Source: an optimization exercise on an open RTL-to-GDS flow (aim: small area, a short achievable clock period and few clock cycles per item). Production flows keep margins and buffers that such runs may drop.
At most, simulation tests tie the RTL to the original design; equivalence was not proved.

==> inputs of branch willow <==
// pv_perturb_observe_mppt
module pv_perturb_observe_mppt (
	input  logic        clk,
	input  logic        arst_n,
	input  logic        sample_valid,
	output logic        sample_ready,
	input  logic [1:0]  sample_action,
	input  logic [14:0] sample_pv_voltage,
	input  logic [14:0] sample_pv_current,
	input  logic [14:0] sample_charge_current,
	input  logic        sample_pause,
	output logic        result_valid,
	input  logic        result_ready,
	output logic [14:0] result_voltage_ref,
	output logic        result_evaluated,
	output logic        result_forced_pulldown,
	input  logic        cfg_valid,
	output logic        cfg_ready,
	input  logic [2:0]  cfg_index,
	input  logic [15:0] cfg_data
);
==> flow/config.mk <==
export PLATFORM = sky130hd
export DESIGN_NAME = pv_perturb_observe_mppt
export DESIGN_NICKNAME = pv_perturb_observe_mppt
export VERILOG_FILES = /design/flow/design.v
export SDC_FILE = /design/flow/constraint.sdc
export NUM_CORES = 4
export LEC_CHECK = 0
export CAP_MARGIN = 20
export CORE_MARGIN = 2
export CORE_UTILIZATION = 40
export CTS_BUF_LIST = sky130_fd_sc_hd__clkbuf_4 sky130_fd_sc_hd__clkbuf_8
export SLEW_MARGIN = 20
==> flow/constraint.sdc <==
create_clock -name core_clock -period 11.5 [get_ports {clk}]
set_input_delay 2.3000 -clock core_clock [delete_from_list [all_inputs] [get_ports {clk}]]
set_output_delay 2.3000 -clock core_clock [all_outputs]
set_load 0.01 [all_outputs]
standard.sh (not shown) runs the stock make flow with config.mk's settings and CLKGATE_MAP_FILE= SYNTH_SCRIPT=/design/flow/synth_recipe.tcl, a recipe that flattens the netlist after the stock synthesis.
==> flow/flow/run.sh <==
#!/bin/bash
# Standard ORFS layout (the standard.sh), with extra make settings read from
# flow/knobs.txt: the timing repair aims for extra setup slack and the port buffers use a
# plain buffer cell. The clock period and all constraints stay the design's.
set -euo pipefail
mapfile -t KNOBS < <(grep -v '^#' flow/knobs.txt | grep .)
bash standard.sh "${KNOBS[@]}" finish > flow_standard.log 2>&1
==> flow/flow/knobs.txt <==
SETUP_SLACK_MARGIN=7
BUFFER_PORTS_ARGS=-buffer_cell sky130_fd_sc_hd__buf_2
==> branch amber (differences from branch willow) <==
--- a/flow/design.v
+++ b/flow/design.v
@@ -466,40 +466,50 @@
 	output logic        result_forced_pulldown,
 	input  logic        cfg_valid,
 	output logic        cfg_ready,
 	input  logic [2:0]  cfg_index,
 	input  logic [15:0] cfg_data
 );
 	logic [VOLT_W-1:0] low_limit;
 	logic [CNT_W-1:0]  interval;
+	logic [CNT_W-1:0]  interval_n;
 	logic [VOLT_W-1:0] step;
 	logic [VOLT_W-1:0] cur_min;
+	logic [VOLT_W-1:0] cur_min_n;
 	logic [CNT_W-1:0]  filter;
+	logic [CNT_W-1:0]  filter_n;
+	assign interval = ~interval_n;
+	assign cur_min  = ~cur_min_n;
+	assign filter   = ~filter_n;
 	assign cfg_ready = 1'b1;
 	logic [CNT_W:0]    low_minus_step;
 	logic [CNT_W-1:0]  low_plus_step;
+	logic [CNT_W:0]    low_minus_step_n;    
+	logic [CNT_W-1:0]  low_plus_step_n;
+	assign low_minus_step = ~low_minus_step_n;
+	assign low_plus_step  = ~low_plus_step_n;
 	always_ff @(posedge clk) begin
-		low_minus_step <= {2'b00, low_limit} - {2'b00, step};
-		low_plus_step  <= {1'b0, low_limit} + {1'b0, step};
+		low_minus_step_n <= ~({2'b00, low_limit} - {2'b00, step});
+		low_plus_step_n  <= ~({1'b0, low_limit} + {1'b0, step});
 	end
 	always_ff @(posedge clk or negedge arst_n) begin
 		if (!arst_n) begin
 			low_limit <= RST_LOW_LIMIT;
-			interval  <= RST_INTERVAL;
+			interval_n <= ~RST_INTERVAL;
 			step      <= RST_STEP;
-			cur_min   <= RST_CURRENT_MIN;
-			filter    <= RST_FILTER;
+			cur_min_n  <= ~RST_CURRENT_MIN;
+			filter_n   <= ~RST_FILTER;
 		end else if (cfg_valid) begin
 			case (cfg_index)
 				3'd0: low_limit <= cfg_data[VOLT_W-1:0];
-				3'd1: interval  <= cfg_data[CNT_W-1:0];
+				3'd1: interval_n <= ~cfg_data[CNT_W-1:0];
 				3'd2: step      <= cfg_data[VOLT_W-1:0];
-				3'd3: cur_min   <= cfg_data[VOLT_W-1:0];
-				3'd4: filter    <= cfg_data[CNT_W-1:0];
+				3'd3: cur_min_n  <= ~cfg_data[VOLT_W-1:0];
+				3'd4: filter_n   <= ~cfg_data[CNT_W-1:0];
 				default: begin
 				end
 			endcase
 		end
 	end
 	logic              hv_q;     
 	logic              en_q;     
 	logic              hold_q;   
@@ -570,42 +580,42 @@
 			s2_eval  <= s1_eval;
 			s2_dist  <= (s1_act == 2'd2);
 			s2_chg   <= s1_chg;
 			s2_v     <= s1_v;
 			s2_ra    <= row_a;
 			s2_rb    <= row_b;
 		end
 	end
-	logic [POWER_W-1:0] prev_p_q;
+	logic [POWER_W-1:0] prev_p_n_q;    
 	logic               prev_p_zero_q;
 	logic               go2;
 	logic [POWER_W-1:0] power;
 	logic [POWER_W-1:0] fall_s, fall_c;
 	logic [POWER_W:0]   fall_sum;
 	logic               pfell;
 	assign go2   = adv && s2_valid;
 	assign power = s2_ra + s2_rb;
-	assign fall_s   = s2_ra ^ s2_rb ^ ~prev_p_q;
-	assign fall_c   = (s2_ra & s2_rb) | (s2_ra & ~prev_p_q) | (s2_rb & ~prev_p_q);
+	assign fall_s   = s2_ra ^ s2_rb ^ prev_p_n_q;
+	assign fall_c   = (s2_ra & s2_rb) | (s2_ra & prev_p_n_q) | (s2_rb & prev_p_n_q);
 	assign fall_sum = {1'b0, fall_s} + {fall_c, 1'b1};
 	assign pfell    = !prev_p_zero_q && !fall_sum[POWER_W];
 	always_ff @(posedge clk or negedge arst_n) begin
 		if (!arst_n)
 			prev_p_zero_q <= 1'b1;
 		else if (go2) begin
 			if (s2_init || s2_pause)
 				prev_p_zero_q <= 1'b1;
 			else if (s2_eval)
 				prev_p_zero_q <= 1'b0;
 		end
 	end
 	always_ff @(posedge clk) begin
 		if (go2 && s2_eval)
-			prev_p_q <= power;
+			prev_p_n_q <= ~power;
 	end
 	logic                s3_valid;
 	logic                s3_init;
 	logic                s3_pause;
 	logic                s3_eval;
 	logic                s3_dist;
 	logic                s3_chg;
 	logic                s3_pge;
==> flow/flow/knobs.txt (replaced) <==
SETUP_SLACK_MARGIN=7.5
BUFFER_PORTS_ARGS=-buffer_cell sky130_fd_sc_hd__buf_2
Settings changed: CORE_UTILIZATION 40 to 55, CTS_BUF_LIST sky130_fd_sc_hd__clkbuf_4 sky130_fd_sc_hd__clkbuf_8 to unset.
==> run notes <==
post-layout min period=3.944 ns; total CTS buffers=45; Overall Global Routing Usage=about 28%; Root Buffer=clkbuf_16; met1 Use GR=a little over a third; Cell variety after synth=slightly below 80; status=finished clean; drt wl/cell=around 21 um; area grow syn2layout=10.01%; Multi-input gate area=between 15000 and 20000 um2; Core Rows=between 80 and 90; largest reg by FF count=prev_p_n_q
# the run above: branch amber

==> run notes <==
met1 Use GR=roughly a quarter; Overall Global Routing Usage=between 20% and 30%; Cell variety after synth=84; post-layout min period=4.144 ns; total CTS buffers=74; drt wl/cell=between 15 and 20 um; area grow syn2layout=9.940%; Root Buffer=clkbuf_8; flip-flop and latch count=between 300 and 400; status=finished clean; Multi-input gate area=17090 um2; #FFs+latches synth=393; Top delay family on crit path=compound AO/OA/AOI/OAI gates
# the run above: branch willow

Testbench counts of branch amber, summed over its fixed seeds: cycles 12,115, items 12,083.
Only the layout flow was run in branch willow; the RTL was not checked for function there.

---

==> run G <==
Another version of the RTL of pv_perturb_observe_mppt (not shown whole).
Settings: LEC_CHECK=0, CAP_MARGIN=20, CORE_MARGIN=2, CORE_UTILIZATION=40, SLEW_MARGIN=20; clock period 11.5 ns.
==> flow/flow/knobs.txt <==
SETUP_SLACK_MARGIN=7
BUFFER_PORTS_ARGS=-buffer_cell sky130_fd_sc_hd__buf_2
Scripts as last shown in full above: flow/flow/run.sh
==> run E: changes against run G <==
--- a/flow/design.v
+++ b/flow/design.v
@@ -11,32 +11,32 @@
 	localparam logic [CNT_W-1:0]  RST_FILTER      = CNT_W'(250);
 endpackage
 import pvpo_pkg::*;
 module pvpo_core (
 	input  logic [VOLT_W-1:0]  low_limit,
 	input  logic [VOLT_W-1:0]  step,
 	input  logic [CNT_W:0]     low_minus_step,   
 	input  logic [CNT_W-1:0]   low_plus_step,    
-	input  logic [CNT_W:0]     filter_minus_1,   
+	input  logic [CNT_W-1:0]   filter,
 	input  logic [VOLT_W-1:0]  ref_q,
-	input  logic [CNT_W-1:0]   stall_q,
+	input  logic [CNT_W-1:0]   stall1_q,         
 	input  logic               do_seed,      
 	input  logic               do_pause,     
 	input  logic               do_eval,      
 	input  logic               do_disturb,   
 	input  logic               pge,          
 	input  logic               up_trend,     
 	input  logic               chg_low,      
 	input  logic [VOLT_W-1:0]  load,         
 	input  logic [CNT_W-1:0]   volt_step,    
 	output logic               ref_we,
 	output logic [VOLT_W-1:0]  ref_d,
 	output logic               stall_we,
-	output logic [CNT_W-1:0]   stall_d,
+	output logic [CNT_W-1:0]   stall1_d,
 	output logic               forced
 );
 	logic              at_low;
 	logic              hold_low;
 	logic              go_up;
 	logic [CNT_W-1:0]  up_sum;
 	logic [VOLT_W-1:0] dn_diff;
 	logic              up_below;    
@@ -60,21 +60,21 @@
 	assign sel_dn   = do_eval && !hold_low && !go_up && !dn_below;
 	assign sel_load = !do_eval;
 	assign ref_d = ({VOLT_W{sel_low}}  & low_limit)
 	             | ({VOLT_W{sel_max}})
 	             | ({VOLT_W{sel_up}}   & up_sum[VOLT_W-1:0])
 	             | ({VOLT_W{sel_dn}}   & dn_diff)
 	             | ({VOLT_W{sel_load}} & load);
 	assign stall     = (CNT_W'(ref_q) > volt_step) && chg_low;
-	assign trip_inc  = ($signed({1'b0, stall_q}) >= $signed(filter_minus_1));
-	assign trip_zero = filter_minus_1[CNT_W];
+	assign trip_inc  = (stall1_q >= filter);
+	assign trip_zero = (filter == '0);
 	assign forced    = do_disturb && (stall ? trip_inc : trip_zero);
 	assign stall_we  = do_disturb;
-	assign stall_d   = (forced || !stall) ? '0 : (stall_q + CNT_W'(1));
+	assign stall1_d  = (forced || !stall) ? CNT_W'(1) : (stall1_q + CNT_W'(1));
 	assign ref_we = do_seed || do_pause || do_eval || forced;
 endmodule
 module pvpo_mul_tree (
 	input  logic [14:0] a,
 	input  logic [14:0] b,
 	output logic [29:0] row_a,
 	output logic [29:0] row_b
 );
@@ -472,21 +472,19 @@
 	logic [VOLT_W-1:0] low_limit;
 	logic [CNT_W-1:0]  interval;
 	logic [VOLT_W-1:0] step;
 	logic [VOLT_W-1:0] cur_min;
 	logic [CNT_W-1:0]  filter;
 	assign cfg_ready = 1'b1;
 	logic [CNT_W:0]    low_minus_step;
 	logic [CNT_W-1:0]  low_plus_step;
-	logic [CNT_W:0]    filter_minus_1;
 	always_ff @(posedge clk) begin
 		low_minus_step <= {2'b00, low_limit} - {2'b00, step};
 		low_plus_step  <= {1'b0, low_limit} + {1'b0, step};
-		filter_minus_1 <= {1'b0, filter} - (CNT_W+1)'(1);
 	end
 	always_ff @(posedge clk or negedge arst_n) begin
 		if (!arst_n) begin
 			low_limit <= RST_LOW_LIMIT;
 			interval  <= RST_INTERVAL;
 			step      <= RST_STEP;
 			cur_min   <= RST_CURRENT_MIN;
 			filter    <= RST_FILTER;
@@ -523,34 +521,32 @@
 			s1_pause <= sample_pause;
 			s1_chg   <= (sample_charge_current < cur_min);
 			s1_v     <= sample_pv_voltage;
 			s1_b     <= sample_action[0] ? sample_pv_current : SEED_NUM;
 		end
 	end
 	logic [POWER_W-1:0] row_a;
 	logic [POWER_W-1:0] row_b;
-	logic [CNT_W-1:0]   tick_q;
-	logic [CNT_W-1:0]   tick_inc;
+	logic [CNT_W-1:0]   tick1_q;    
 	logic               s1_tick;
 	logic               s1_eval;
 	pvpo_mul_tree u_mul (
 		.a     (s1_v),
 		.b     (s1_b),
 		.row_a (row_a),
 		.row_b (row_b)
 	);
 	assign s1_tick  = (s1_act == 2'd1);
-	assign tick_inc = tick_q + CNT_W'(1);
-	assign s1_eval  = s1_tick && !s1_pause && (tick_inc >= interval);
+	assign s1_eval  = s1_tick && !s1_pause && (tick1_q >= interval);
 	always_ff @(posedge clk or negedge arst_n) begin
 		if (!arst_n)
-			tick_q <= '0;
+			tick1_q <= CNT_W'(1);
 		else if (en_q && s1_valid && s1_tick)
-			tick_q <= (s1_pause || s1_eval) ? '0 : tick_inc;
+			tick1_q <= (s1_pause || s1_eval) ? CNT_W'(1) : (tick1_q + CNT_W'(1));
 	end
 	logic                s2_valid;
 	logic                s2_init;
 	logic                s2_pause;
 	logic                s2_eval;
 	logic                s2_dist;
 	logic                s2_chg;
 	logic [VOLT_W-1:0]   s2_v;
@@ -569,50 +565,33 @@
 			s2_eval  <= s1_eval;
 			s2_dist  <= (s1_act == 2'd2);
 			s2_chg   <= s1_chg;
 			s2_v     <= s1_v;
 			s2_ra    <= row_a;
 			s2_rb    <= row_b;
 		end
 	end
-	logic [CNT_W-1:0]   prev_v_q;
 	logic [POWER_W-1:0] prev_p_q;
 	logic               prev_p_zero_q;
 	logic               go2;
 	logic [POWER_W-1:0] power;
+	logic [POWER_W-1:0] fall_s, fall_c;
 	logic [POWER_W:0]   fall_sum;
-	logic [POWER_W:0]   seed_sum;
-	logic [VOLT_W-1:0]  seed_raw;
-	logic [VOLT_W-1:0]  seed;
-	logic [CNT_W-1:0]   volt_step;
 	logic               pfell;
-	logic               v_gt;
-	logic               v_eq;
 	assign go2   = en_q && s2_valid;
 	assign power = s2_ra + s2_rb;
-	assign fall_sum = {1'b0, s2_ra} + {1'b0, s2_rb} + {1'b0, ~prev_p_q} + (POWER_W+1)'(1);
+	assign fall_s   = s2_ra ^ s2_rb ^ ~prev_p_q;
+	assign fall_c   = (s2_ra & s2_rb) | (s2_ra & ~prev_p_q) | (s2_rb & ~prev_p_q);
+	assign fall_sum = {1'b0, fall_s} + {fall_c, 1'b1};
 	assign pfell    = !prev_p_zero_q && !fall_sum[POWER_W];
-	assign seed_sum  = {1'b0, s2_ra} + {1'b0, s2_rb} + {1'b0, ~{7'd0, low_limit, 8'd0}} + (POWER_W+1)'(1);
-	assign seed_raw  = power[VOLT_W+7:8];
-	assign seed      = seed_sum[POWER_W] ? seed_raw : low_limit;
-	assign volt_step = CNT_W'(s2_v) + CNT_W'(step);
-	assign v_gt      = (CNT_W'(s2_v) > prev_v_q);
-	assign v_eq      = (CNT_W'(s2_v) == prev_v_q);
 	always_ff @(posedge clk or negedge arst_n) begin
-		if (!arst_n) begin
-			prev_v_q      <= '0;
+		if (!arst_n)
 			prev_p_zero_q <= 1'b1;
-		end else if (go2) begin
-			if (s2_init)
-				prev_v_q <= CNT_W'(seed);
-			else if (s2_pause)
-				prev_v_q <= volt_step;
-			else if (s2_eval)
-				prev_v_q <= CNT_W'(s2_v);
+		else if (go2) begin
 			if (s2_init || s2_pause)
 				prev_p_zero_q <= 1'b1;
 			else if (s2_eval)
 				prev_p_zero_q <= 1'b0;
 		end
 	end
 	always_ff @(posedge clk) begin
 		if (go2 && s2_eval)
@@ -620,79 +599,97 @@
 	end
 	logic                s3_valid;
 	logic                s3_init;
 	logic                s3_pause;
 	logic                s3_eval;
 	logic                s3_dist;
 	logic                s3_chg;
 	logic                s3_pge;
-	logic                s3_up;
-	logic [VOLT_W-1:0]   s3_load;    
-	logic [CNT_W-1:0]    s3_vstep;   
+	logic                s3_fell;
+	logic [VOLT_W-1:0]   s3_v;
+	logic [VOLT_W-1:0]   s3_seed_raw;   
+	logic [CNT_W-1:0]    s3_vstep;      
 	always_ff @(posedge clk or negedge arst_n) begin
 		if (!arst_n)
 			s3_valid <= 1'b0;
 		else if (en_q)
 			s3_valid <= s2_valid;
 	end
 	always_ff @(posedge clk) begin
 		if (en_q) begin
-			s3_init  <= s2_init;
-			s3_pause <= s2_pause;
-			s3_eval  <= s2_eval;
-			s3_dist  <= s2_dist;
-			s3_chg   <= s2_chg;
-			s3_pge   <= (power >= MIN_POWER_UP);
-			s3_up    <= pfell ? !(v_gt || v_eq) : v_gt;
-			s3_load  <= s2_pause ? s2_v : seed;
-			s3_vstep <= volt_step;
+			s3_init     <= s2_init;
+			s3_pause    <= s2_pause;
+			s3_eval     <= s2_eval;
+			s3_dist     <= s2_dist;
+			s3_chg      <= s2_chg;
+			s3_pge      <= (power >= MIN_POWER_UP);
+			s3_fell     <= pfell;
+			s3_v        <= s2_v;
+			s3_seed_raw <= power[VOLT_W+7:8];
+			s3_vstep    <= CNT_W'(s2_v) + CNT_W'(step);
 		end
 	end
 	logic [VOLT_W-1:0]  ref_q;
-	logic [CNT_W-1:0]   stall_q;
+	logic [CNT_W-1:0]   stall1_q;    
+	logic [CNT_W-1:0]   prev_v_q;
 	logic               go;
+	logic [VOLT_W-1:0]  seed;
+	logic               v_gt;
+	logic               v_eq;
+	logic               up_trend;
 	logic               ref_we;
 	logic [VOLT_W-1:0]  ref_d;
 	logic               stall_we;
-	logic [CNT_W-1:0]   stall_d;
+	logic [CNT_W-1:0]   stall1_d;
 	logic               forced;
-	assign go = en_q && s3_valid;
+	assign go       = en_q && s3_valid;
+	assign seed     = (s3_seed_raw < low_limit) ? low_limit : s3_seed_raw;
+	assign v_gt     = (CNT_W'(s3_v) > prev_v_q);
+	assign v_eq     = (CNT_W'(s3_v) == prev_v_q);
+	assign up_trend = s3_fell ? !(v_gt || v_eq) : v_gt;
 	pvpo_core u_core (
-		.low_limit  (low_limit),
-		.step       (step),
+		.low_limit      (low_limit),
+		.step           (step),
 		.low_minus_step (low_minus_step),
 		.low_plus_step  (low_plus_step),
-		.filter_minus_1 (filter_minus_1),
-		.ref_q      (ref_q),
-		.stall_q    (stall_q),
-		.do_seed    (s3_init),
-		.do_pause   (s3_pause),
-		.do_eval    (s3_eval),
-		.do_disturb (s3_dist),
-		.pge        (s3_pge),
-		.up_trend   (s3_up),
-		.chg_low    (s3_chg),
-		.load       (s3_load),
-		.volt_step  (s3_vstep),
-		.ref_we     (ref_we),
-		.ref_d      (ref_d),
-		.stall_we   (stall_we),
-		.stall_d    (stall_d),
-		.forced     (forced)
+		.filter         (filter),
+		.ref_q          (ref_q),
+		.stall1_q       (stall1_q),
+		.do_seed        (s3_init),
+		.do_pause       (s3_pause),
+		.do_eval        (s3_eval),
+		.do_disturb     (s3_dist),
+		.pge            (s3_pge),
+		.up_trend       (up_trend),
+		.chg_low        (s3_chg),
+		.load           (s3_pause ? s3_v : seed),
+		.volt_step      (s3_vstep),
+		.ref_we         (ref_we),
+		.ref_d          (ref_d),
+		.stall_we       (stall_we),
+		.stall1_d       (stall1_d),
+		.forced         (forced)
 	);
 	always_ff @(posedge clk or negedge arst_n) begin
 		if (!arst_n) begin
-			ref_q   <= '0;
-			stall_q <= '0;
+			ref_q    <= '0;
+			stall1_q <= CNT_W'(1);
+			prev_v_q <= '0;
 		end else if (go) begin
 			if (ref_we)
 				ref_q <= ref_d;
 			if (stall_we)
-				stall_q <= stall_d;
+				stall1_q <= stall1_d;
+			if (s3_init)
+				prev_v_q <= CNT_W'(seed);
+			else if (s3_pause)
+				prev_v_q <= s3_vstep;
+			else if (s3_eval)
+				prev_v_q <= CNT_W'(s3_v);
 		end
 	end
 	logic [VOLT_W+1:0] res_new;
 	logic [VOLT_W+1:0] head_q;
 	logic [VOLT_W+1:0] skid_q;
 	logic              take;
 	assign res_new = {(ref_we ? ref_d : ref_q), s3_eval, forced};
 	assign take    = hv_q && result_ready;
==> run H: changes against run G <==
--- a/flow/design.v
+++ b/flow/design.v
@@ -574,29 +574,37 @@
 			s2_rb    <= row_b;
 		end
 	end
 	logic [CNT_W-1:0]   prev_v_q;
 	logic [POWER_W-1:0] prev_p_q;
 	logic               prev_p_zero_q;
 	logic               go2;
 	logic [POWER_W-1:0] power;
+	logic [POWER_W-1:0] fall_s, fall_c;
 	logic [POWER_W:0]   fall_sum;
+	logic [POWER_W-1:0] low_row;
+	logic [POWER_W-1:0] seed_s, seed_c;
 	logic [POWER_W:0]   seed_sum;
 	logic [VOLT_W-1:0]  seed_raw;
 	logic [VOLT_W-1:0]  seed;
 	logic [CNT_W-1:0]   volt_step;
 	logic               pfell;
 	logic               v_gt;
 	logic               v_eq;
 	assign go2   = en_q && s2_valid;
 	assign power = s2_ra + s2_rb;
-	assign fall_sum = {1'b0, s2_ra} + {1'b0, s2_rb} + {1'b0, ~prev_p_q} + (POWER_W+1)'(1);
+	assign fall_s   = s2_ra ^ s2_rb ^ ~prev_p_q;
+	assign fall_c   = (s2_ra & s2_rb) | (s2_ra & ~prev_p_q) | (s2_rb & ~prev_p_q);
+	assign fall_sum = {1'b0, fall_s} + {fall_c, 1'b1};
 	assign pfell    = !prev_p_zero_q && !fall_sum[POWER_W];
-	assign seed_sum  = {1'b0, s2_ra} + {1'b0, s2_rb} + {1'b0, ~{7'd0, low_limit, 8'd0}} + (POWER_W+1)'(1);
+	assign low_row   = ~{7'd0, low_limit, 8'd0};
+	assign seed_s    = s2_ra ^ s2_rb ^ low_row;
+	assign seed_c    = (s2_ra & s2_rb) | (s2_ra & low_row) | (s2_rb & low_row);
+	assign seed_sum  = {1'b0, seed_s} + {seed_c, 1'b1};
 	assign seed_raw  = power[VOLT_W+7:8];
 	assign seed      = seed_sum[POWER_W] ? seed_raw : low_limit;
 	assign volt_step = CNT_W'(s2_v) + CNT_W'(step);
 	assign v_gt      = (CNT_W'(s2_v) > prev_v_q);
 	assign v_eq      = (CNT_W'(s2_v) == prev_v_q);
 	always_ff @(posedge clk or negedge arst_n) begin
 		if (!arst_n) begin
 			prev_v_q      <= '0;
==> run notes <==
- Wire length on met3: 3003 um
- Post-synth top area share: 0.2052
- R2R Path Start: step[13]$_DFFE_PN0P_
- Synth Area in Compound Gates: 0.1167
- # Taps: 1040
- Die area: 80180 um^2
- Portion of netlist area occupied by mux cells: 0.03408
- Fraction of area in multi-input gates: 0.5190
- Outcome: timing/DRC/antenna clean
the above is filed under run H

==> run notes <==
- Outcome: timing/DRC/antenna clean
- HP Start: s2_chg$_DFFE_PP_
- Final setup fails: 0
- Synth Area in Compound Gates: 0.1301
- First-pass GRT wire length: 124000 um
- R2R Path Start: s2_ra[1]$_DFFE_PP_
- Fraction of area in multi-input gates: 0.5126
- # Taps: ~960
- Portion of netlist area occupied by mux cells: 0.03194
- Fraction of area in registers: 0.3340
- Die Y: 275.8 um
- Most frequent cells in the layout: 404 x inv_1, 274 x ha_1, 213 x edfxtp_1, 208 x nand2_1, 198 x and2_1
- Final Hold Fails: 0
- Post-synth top area share: 0.2165
- Layout Cells excl Fill: 3982
the above is filed under run G

==> run notes <==
- Outcome: timing/DRC/antenna clean
- Fraction of area in multi-input gates: 0.5127
- Die area: around 78000 um^2
- CTS buffer count: 49
- Top reg by flops: prev_p_q
- WL met1: 36170 um
- # Taps: between 900 and 1000
- Final min period: about 4.1 ns
- Post-synthesis cell type count: 91
- Portion of netlist area occupied by mux cells: 0.01660
- Synth Area in Compound Gates: 0.1326
- Wire length on met3: ~3400 um
- Final setup fails: 0
- Post-synth top area share: 0.2249
the above is filed under run E

Testbench counts of run E, summed over its fixed seeds: cycles 12,115, items 12,083.
Only the layout flow was run in run G and run H; the RTL was not checked for function there.

[afterwards: timing with drivers on the ports]
How much do the figures lean on ideal ports? The routed layouts below were timed once more, with nothing changed but the port constraints.
Step 1: set_driving_cell puts a clkbuf_16 on clk and a buf_2 on each other input, an assumption about the parent block.
Step 2 adds t to the input delays and takes it off the output delays; t is the mean of the earliest and latest rising clock arrival at the registers after step 1. Input paths then give back, and output paths get back, about the clock's delay inside the block.
a / b / c = no drivers / after step 1 / after step 2; a / b = the first two.
run | t, ns | setup slack, ns | slew at the worst register clock pin (ns) | worst slew at a driven data input, ns | cell pins on the clock port's net
branch willow | 0.715 | 7.356 / 7.356 / 7.356 | 0.07 / 0.07 | 0.05 | 1
branch amber | 0.626 | 7.556 / 7.556 / 7.295 | 0.07 / 0.07 | 0.04 | 1
run G | 0.654 | 5.734 / 5.734 / 5.734 | 0.06 / 0.06 | 0.04 | 1
run E | 0.662 | 7.378 / 7.378 / 7.249 | 0.06 / 0.06 | 0.06 | 1
run H | 0.647 | 7.341 / 7.341 / 7.341 | 0.06 / 0.06 | 0.05 | 1
After both steps every run listed still meets setup and hold. The setup slack of branch amber, which loses most, moves by 0.000 ns with the drivers and by -0.261 ns with both steps.
